This is an optimization exercise on Yosys and OpenROAD, whose aim is a short achievable clock period and few clock cycles, not a production implementation. In this exercise RTL edits were held to simulation tests only and were not proved equivalent to the original.

## the baseline
==> flow/design.v <==
package cpuPkg;
    localparam int XLEN = 32;
    localparam logic [6:0] OP_R      = 7'b0110011;
    localparam logic [6:0] OP_IMM    = 7'b0010011;
    localparam logic [6:0] OP_LOAD   = 7'b0000011;
    localparam logic [6:0] OP_STORE  = 7'b0100011;
    localparam logic [6:0] OP_JAL    = 7'b1101111;
    localparam logic [6:0] OP_JALR   = 7'b1100111;
    localparam logic [6:0] OP_BRANCH = 7'b1100011;
    localparam logic [6:0] OP_SYSTEM = 7'b1110011;
    localparam logic [2:0] PH_START = 3'd0;
    localparam logic [2:0] PH_FETCH = 3'd1;
    localparam logic [2:0] PH_EXEC  = 3'd2;
    localparam logic [2:0] PH_MEM   = 3'd3;
    localparam logic [2:0] PH_HALT  = 3'd4;
endpackage
`timescale 1ns/10ps
import cpuPkg::*;
module regFile (
    input  logic                    clk,
    input  logic [4:0]              rs1,
    input  logic [4:0]              rs2,
    input  logic [4:0]              rd,
    input  logic                    we,
    input  logic [cpuPkg::XLEN-1:0] wdata,
    input  logic                    useImm,
    input  logic [cpuPkg::XLEN-1:0] imm,
    output logic [cpuPkg::XLEN-1:0] rdata1,
    output logic [cpuPkg::XLEN-1:0] rdata2,
    output logic [cpuPkg::XLEN-1:0] rdataI
);
    logic [XLEN-1:0] regs [1:31];
    logic            fwd1;
    logic            fwd2;
    always_ff @(posedge clk) begin
        if (we && rd != 5'd0) begin
            regs[rd] <= wdata;
        end
    end
    logic [XLEN-1:0] read1;
    logic [XLEN-1:0] read2;
    assign fwd1 = we && rd != 5'd0 && rs1 == rd;
    assign fwd2 = we && rd != 5'd0 && rs2 == rd;
    assign read1 = (rs1 == 5'd0) ? '0 : regs[rs1];
    assign read2 = (rs2 == 5'd0) ? '0 : regs[rs2];
    always_comb begin
        rdata1 = fwd1 ? wdata : read1;
        rdata2 = fwd2 ? wdata : read2;
        rdataI = useImm ? imm : rdata2;
    end
endmodule
`timescale 1ns/10ps
import cpuPkg::*;
module immGen (
    input  logic [31:0]             instr,
    output logic [cpuPkg::XLEN-1:0] immI,
    output logic [cpuPkg::XLEN-1:0] immS,
    output logic [cpuPkg::XLEN-1:0] immB,
    output logic [cpuPkg::XLEN-1:0] immJ
);
    assign immI = {{20{instr[31]}}, instr[31:20]};
    assign immS = {{20{instr[31]}}, instr[31:25], instr[11:7]};
    assign immB = {{20{instr[31]}}, instr[7], instr[30:25], instr[11:8], 1'b0};
    assign immJ = {{12{instr[31]}}, instr[19:12], instr[20], instr[30:21], 1'b0};
endmodule
`timescale 1ns/10ps
import cpuPkg::*;
module aluUnit (
    input  logic [cpuPkg::XLEN-1:0] a,
    input  logic [cpuPkg::XLEN-1:0] b,       
    input  logic [cpuPkg::XLEN-1:0] opB,     
    input  logic [2:0]              funct3,
    input  logic                    isSub,
    output logic [cpuPkg::XLEN-1:0] sum,
    output logic [cpuPkg::XLEN-1:0] result,
    output logic                    branchTaken
);
    logic [XLEN-1:0] diff;
    logic            lessThan;
    logic            brEqual;
    logic            brLess;
    assign sum = a + opB;
    assign diff = a - opB;
    assign lessThan = $signed(a) < $signed(opB);
    assign brEqual = (a == b);
    assign brLess = $signed(a) < $signed(b);
    always_comb begin
        case (funct3)
            3'b000:  result = isSub ? diff : sum;
            3'b010:  result = {{(XLEN-1){1'b0}}, lessThan};
            3'b100:  result = a ^ opB;
            3'b110:  result = a | opB;
            3'b111:  result = a & opB;
            default: result = sum;
        endcase
        case (funct3)
            3'b000:  branchTaken = brEqual;
            3'b001:  branchTaken = !brEqual;
            3'b100:  branchTaken = brLess;
            3'b101:  branchTaken = !brLess;
            default: branchTaken = 1'b0;
        endcase
    end
endmodule
`timescale 1ns/10ps
import cpuPkg::*;
module stateSequencer (
    input  logic clk,
    input  logic rst,
    input  logic memAck,
    input  logic fAlu,
    input  logic fExec,
    input  logic iLdSt,
    output logic memReq,
    output logic issued,      
    output logic accessDone,
    output logic phStart,
    output logic phFetch,
    output logic phExec,
    output logic phMem,
    output logic halted
);
    logic idle;      
    assign memReq = !(idle | memAck);
    assign accessDone = issued & memAck;
    always_ff @(posedge clk) begin
        if (rst) begin
            issued <= 1'b0;
        end else begin
            issued <= memReq | (issued & !memAck);
        end
    end
    always_ff @(posedge clk) begin
        if (rst) begin
            phStart <= 1'b1;
            phFetch <= 1'b0;
            phExec <= 1'b0;
            phMem <= 1'b0;
            idle <= 1'b1;
            halted <= 1'b0;
        end else begin
            if (phStart) begin
                phStart <= 1'b0;
                phFetch <= 1'b1;
                idle <= 1'b0;
            end
            if (phFetch && accessDone) begin
                if (fExec) begin
                    phFetch <= 1'b0;
                    phExec <= 1'b1;
                    idle <= 1'b1;
                end else if (!fAlu) begin
                    phFetch <= 1'b0;
                    idle <= 1'b1;
                    halted <= 1'b1;
                end
            end
            if (phExec) begin
                phExec <= 1'b0;
                phMem <= iLdSt;
                phFetch <= !iLdSt;
                idle <= 1'b0;
            end
            if (phMem && accessDone) begin
                phMem <= 1'b0;
                phFetch <= 1'b1;
            end
        end
    end
endmodule
`timescale 1ns/10ps
import cpuPkg::*;
module stateToControl (
    input  logic [6:0] opcode,
    output logic       isAlu,      
    output logic       isExec,     
    output logic       isUseImm,   
    output logic       isStore
);
    always_comb begin
        isAlu = 1'b0;
        isExec = 1'b0;
        isUseImm = 1'b0;
        isStore = 1'b0;
        case (opcode)
            OP_R:      isAlu = 1'b1;
            OP_IMM:    begin isAlu = 1'b1; isUseImm = 1'b1; end
            OP_LOAD:   begin isExec = 1'b1; isUseImm = 1'b1; end
            OP_STORE:  begin isExec = 1'b1; isUseImm = 1'b1; isStore = 1'b1; end
            OP_JAL:    isAlu = 1'b1;
            OP_JALR:   begin isExec = 1'b1; isUseImm = 1'b1; end
            OP_BRANCH: isExec = 1'b1;
            default:   ;
        endcase
    end
endmodule
`timescale 1ns/10ps
import cpuPkg::*;
module dataPath (
    input  logic                    clk,
    input  logic                    rst,
    input  logic [cpuPkg::XLEN-1:0] memRdata,
    input  logic                    memAck,
    input  logic                    issued,
    input  logic                    accessDone,
    input  logic                    phFetch,
    input  logic                    phExec,
    input  logic                    phMem,
    input  logic                    fAlu,
    input  logic                    fUseImm,
    input  logic                    fStore,
    output logic                    iLdSt,
    output logic                    memWe,
    output logic [cpuPkg::XLEN-1:0] memAddr,
    output logic [cpuPkg::XLEN-1:0] memWdata
);
    logic [XLEN-1:0] addrQ;      
    logic [XLEN-1:0] pcPlus4;
    logic [XLEN-1:0] targetB;
    logic [XLEN-1:0] regA;
    logic [XLEN-1:0] regB;
    logic [XLEN-1:0] opBQ;
    logic [XLEN-1:0] wbData;
    logic            wbPend;
    logic            wbLoad;
    logic [XLEN-1:0] mdr;
    logic [XLEN-1:0] rfWdata;
    logic            aluStep;
    logic [XLEN-1:0] wdataQ;
    logic            weQ;
    logic [31:0]     ir;
    logic            iLoad;
    logic            iStore;
    logic            iJal;
    logic            iJalr;
    logic            iBranch;
    logic            iSub;
    logic            fetchDone;
    logic            memDone;
    logic [XLEN-1:0] fImmI;
    logic [XLEN-1:0] fImmS;
    logic [XLEN-1:0] fImmB;
    logic [XLEN-1:0] fImmJ;
    logic [6:0]      fOp;
    logic [XLEN-1:0] rdata1;
    logic [XLEN-1:0] rdata2;
    logic [XLEN-1:0] rdataI;
    logic [XLEN-1:0] sum;
    logic [XLEN-1:0] aluResult;
    logic            branchTaken;
    logic [XLEN-1:0] execAddr;
    logic [XLEN-1:0] ackAddr;
    assign fOp = memRdata[6:0];
    assign fetchDone = accessDone & phFetch;
    assign memDone = accessDone & phMem;
    immGen fetchImms (.instr(memRdata), .immI(fImmI), .immS(fImmS), .immB(fImmB), .immJ(fImmJ));
    regFile regs (
        .clk(clk), .rs1(memRdata[19:15]), .rs2(memRdata[24:20]), .rd(ir[11:7]),
        .we(wbPend), .wdata(rfWdata), .useImm(fUseImm), .imm(fStore ? fImmS : fImmI),
        .rdata1(rdata1), .rdata2(rdata2), .rdataI(rdataI)
    );
    always_ff @(posedge clk) begin
        regA <= rdata1;
        regB <= rdata2;
        opBQ <= rdataI;
        targetB <= addrQ + fImmB;
    end
    aluUnit alu (
        .a(regA), .b(regB), .opB(opBQ), .funct3(ir[14:12]), .isSub(iSub),
        .sum(sum), .result(aluResult), .branchTaken(branchTaken)
    );
    always_ff @(posedge clk) begin
        if (fetchDone) begin
            ir <= memRdata;
            pcPlus4 <= addrQ + XLEN'(4);
            iLoad <= fOp == OP_LOAD;
            iStore <= fOp == OP_STORE;
            iJal <= fOp == OP_JAL;
            iJalr <= fOp == OP_JALR;
            iBranch <= fOp == OP_BRANCH;
            iSub <= fOp == OP_R && memRdata[30];
        end
    end
    always_comb begin
        execAddr = ({XLEN{iBranch & branchTaken}} & targetB) |
                   ({XLEN{iBranch & !branchTaken}} & pcPlus4) |
                   ({XLEN{!iBranch}} & {sum[XLEN-1:1], sum[0] & !iJalr});
        ackAddr = phMem ? pcPlus4 : (fOp == OP_JAL ? addrQ + fImmJ : addrQ + XLEN'(4));
    end
    always_ff @(posedge clk) begin
        if (rst) begin
            addrQ <= '0;
        end else if (phExec) begin
            addrQ <= execAddr;
        end else if (accessDone) begin
            addrQ <= ackAddr;
        end
    end
    always_ff @(posedge clk) begin
        if (rst) begin
            aluStep <= 1'b0;
            wbPend <= 1'b0;
            wbLoad <= 1'b0;
        end else begin
            aluStep <= fetchDone && fAlu || phExec && iJalr;
            wbPend <= (aluStep || memDone && iLoad) && ir[11:7] != 5'd0;
            wbLoad <= memDone && iLoad;
        end
    end
    always_ff @(posedge clk) begin
        wbData <= iJal || iJalr ? pcPlus4 : aluResult;
        mdr <= memRdata;
    end
    assign rfWdata = wbLoad ? mdr : wbData;
    always_ff @(posedge clk) begin
        if (rst) begin
            weQ <= 1'b0;
        end else if (phExec) begin
            weQ <= iStore;
        end else if (memDone) begin
            weQ <= 1'b0;
        end
        if (phExec) wdataQ <= regB;
    end
    assign iLdSt = iLoad | iStore;
    assign memWe = weQ;
    assign memAddr = addrQ;
    assign memWdata = wdataQ;
endmodule
`timescale 1ns/10ps
import cpuPkg::*;
module cpuTop (
    input  logic                    clk,
    input  logic                    rst,
    output logic                    memReq,
    output logic                    memWe,
    output logic [cpuPkg::XLEN-1:0] memAddr,
    output logic [cpuPkg::XLEN-1:0] memWdata,
    input  logic                    memAck,
    input  logic [cpuPkg::XLEN-1:0] memRdata,
    output logic                    halted
);
    logic accessDone;
    logic issued;
    logic phStart;
    logic phFetch;
    logic phExec;
    logic phMem;
    logic iLdSt;
    logic fAlu;
    logic fExec;
    logic fUseImm;
    logic fStore;
    stateToControl decode (
        .opcode(memRdata[6:0]), .isAlu(fAlu), .isExec(fExec), .isUseImm(fUseImm),
        .isStore(fStore)
    );
    stateSequencer sequencer (
        .clk(clk),
        .rst(rst),
        .memAck(memAck),
        .fAlu(fAlu),
        .fExec(fExec),
        .iLdSt(iLdSt),
        .memReq(memReq),
        .issued(issued),
        .accessDone(accessDone),
        .phStart(phStart),
        .phFetch(phFetch),
        .phExec(phExec),
        .phMem(phMem),
        .halted(halted)
    );
    dataPath datapath (
        .clk(clk),
        .rst(rst),
        .memRdata(memRdata),
        .memAck(memAck),
        .issued(issued),
        .accessDone(accessDone),
        .phFetch(phFetch),
        .phExec(phExec),
        .phMem(phMem),
        .fAlu(fAlu),
        .fUseImm(fUseImm),
        .fStore(fStore),
        .iLdSt(iLdSt),
        .memWe(memWe),
        .memAddr(memAddr),
        .memWdata(memWdata)
    );
endmodule
clock: 8.0 ns
lec_check: 0
abc_clock_period_in_ps: 3000
cap_margin: 20
core_margin: 2
core_utilization: 40
setup_slack_margin: 4.6
slew_margin: 20
run.sh (not shown) runs the stock make flow with config.mk's settings and CLKGATE_MAP_FILE= SYNTH_SCRIPT=/design/flow/synth_recipe.tcl, a recipe that flattens the netlist after the stock synthesis.
Testbench counts of the baseline, summed over its fixed seeds: cycles 69,239.
Here is what was changed in the inputs of the candidate compared with the baseline.
--- a/flow/design.v
+++ b/flow/design.v
@@ -111,19 +111,19 @@
     input  logic fAlu,
     input  logic fExec,
     input  logic iLdSt,
     output logic memReq,
     output logic issued,      
     output logic accessDone,
-    output logic phStart,
     output logic phFetch,
     output logic phExec,
     output logic phMem,
     output logic halted
 );
     logic idle;      
+    logic phStart;
     assign memReq = !(idle | memAck);
     assign accessDone = issued & memAck;
     always_ff @(posedge clk) begin
         if (rst) begin
             issued <= 1'b0;
         end else begin
@@ -219,15 +219,12 @@
     logic [XLEN-1:0] targetB;
     logic [XLEN-1:0] regA;
     logic [XLEN-1:0] regB;
     logic [XLEN-1:0] opBQ;
     logic [XLEN-1:0] wbData;
     logic            wbPend;
-    logic            wbLoad;
-    logic [XLEN-1:0] mdr;
-    logic [XLEN-1:0] rfWdata;
     logic            aluStep;
     logic [XLEN-1:0] wdataQ;
     logic            weQ;
     logic [31:0]     ir;
     logic            iLoad;
     logic            iStore;
@@ -253,13 +250,13 @@
     assign fOp = memRdata[6:0];
     assign fetchDone = accessDone & phFetch;
     assign memDone = accessDone & phMem;
     immGen fetchImms (.instr(memRdata), .immI(fImmI), .immS(fImmS), .immB(fImmB), .immJ(fImmJ));
     regFile regs (
         .clk(clk), .rs1(memRdata[19:15]), .rs2(memRdata[24:20]), .rd(ir[11:7]),
-        .we(wbPend), .wdata(rfWdata), .useImm(fUseImm), .imm(fStore ? fImmS : fImmI),
+        .we(wbPend), .wdata(wbData), .useImm(fUseImm), .imm(fStore ? fImmS : fImmI),
         .rdata1(rdata1), .rdata2(rdata2), .rdataI(rdataI)
     );
     always_ff @(posedge clk) begin
         regA <= rdata1;
         regB <= rdata2;
         opBQ <= rdataI;
@@ -279,42 +276,46 @@
             iJalr <= fOp == OP_JALR;
             iBranch <= fOp == OP_BRANCH;
             iSub <= fOp == OP_R && memRdata[30];
         end
     end
     always_comb begin
-        execAddr = ({XLEN{iBranch & branchTaken}} & targetB) |
-                   ({XLEN{iBranch & !branchTaken}} & pcPlus4) |
-                   ({XLEN{!iBranch}} & {sum[XLEN-1:1], sum[0] & !iJalr});
+        if (iBranch) begin
+            execAddr = branchTaken ? targetB : pcPlus4;
+        end else if (iJalr) begin
+            execAddr = {sum[XLEN-1:1], 1'b0};
+        end else begin
+            execAddr = sum;
+        end
         ackAddr = phMem ? pcPlus4 : (fOp == OP_JAL ? addrQ + fImmJ : addrQ + XLEN'(4));
     end
     always_ff @(posedge clk) begin
         if (rst) begin
             addrQ <= '0;
+        end else if (memAck && issued) begin
+            addrQ <= ackAddr;
         end else if (phExec) begin
             addrQ <= execAddr;
-        end else if (accessDone) begin
-            addrQ <= ackAddr;
         end
     end
     always_ff @(posedge clk) begin
         if (rst) begin
             aluStep <= 1'b0;
             wbPend <= 1'b0;
-            wbLoad <= 1'b0;
         end else begin
             aluStep <= fetchDone && fAlu || phExec && iJalr;
             wbPend <= (aluStep || memDone && iLoad) && ir[11:7] != 5'd0;
-            wbLoad <= memDone && iLoad;
         end
     end
     always_ff @(posedge clk) begin
-        wbData <= iJal || iJalr ? pcPlus4 : aluResult;
-        mdr <= memRdata;
+        if (memDone) begin
+            wbData <= memRdata;
+        end else begin
+            wbData <= iJal || iJalr ? pcPlus4 : aluResult;
+        end
     end
-    assign rfWdata = wbLoad ? mdr : wbData;
     always_ff @(posedge clk) begin
         if (rst) begin
             weQ <= 1'b0;
         end else if (phExec) begin
             weQ <= iStore;
         end else if (memDone) begin
@@ -339,13 +340,12 @@
     input  logic                    memAck,
     input  logic [cpuPkg::XLEN-1:0] memRdata,
     output logic                    halted
 );
     logic accessDone;
     logic issued;
-    logic phStart;
     logic phFetch;
     logic phExec;
     logic phMem;
     logic iLdSt;
     logic fAlu;
     logic fExec;
@@ -362,13 +362,12 @@
         .fAlu(fAlu),
         .fExec(fExec),
         .iLdSt(iLdSt),
         .memReq(memReq),
         .issued(issued),
         .accessDone(accessDone),
-        .phStart(phStart),
         .phFetch(phFetch),
         .phExec(phExec),
         .phMem(phMem),
         .halted(halted)
     );
     dataPath datapath (
Results
The candidate vs the baseline — layout buffer count excluding clock buffers climbed by more than 10%. When the candidate is measured against the baseline, its number of antenna violations at the first check in global routing turns out 6 higher. For arithmetic-cell share of the synthesized area counting full adders, half adders and majority gates, the baseline and the candidate come out practically identical. Comparing the baseline and the candidate, the higher largest stage delay on the critical path is on the baseline. Number of standard cells in the final layout excluding fillers was lower in the candidate than in the baseline.
Testbench counts of the candidate, summed over its fixed seeds: cycles 69,239.

-- re-timing with driven ports --
How much do the figures lean on ideal ports? The routed layouts below were timed once more, with nothing changed but the port constraints. Step 1 assumes that a clkbuf_16 drives the clock port and a buf_2 every other input. Step 2 adds t to the input delays and takes it off the output delays; t is the mean of the earliest and latest rising clock arrival at the registers after step 1. Input paths then give back, and output paths get back, about the clock's delay inside the block. Three values: no drivers, after step 1, after step 2; two values: the first two.
run | t (ns) | setup slack, ns | worst setup path at the end | latest minus earliest clock arrival (ns)
the baseline | 0.876 | 4.236 / 4.229 / 3.353 | input to register | 0.055 / 0.054
the candidate | 0.873 | 4.480 / 4.240 / 3.367 | input to register | 0.033 / 0.033
After both steps every run listed still meets setup and hold. For the candidate, which loses most, drivers alone change the setup slack by -0.240 ns; drivers and shift together by -1.113 ns.
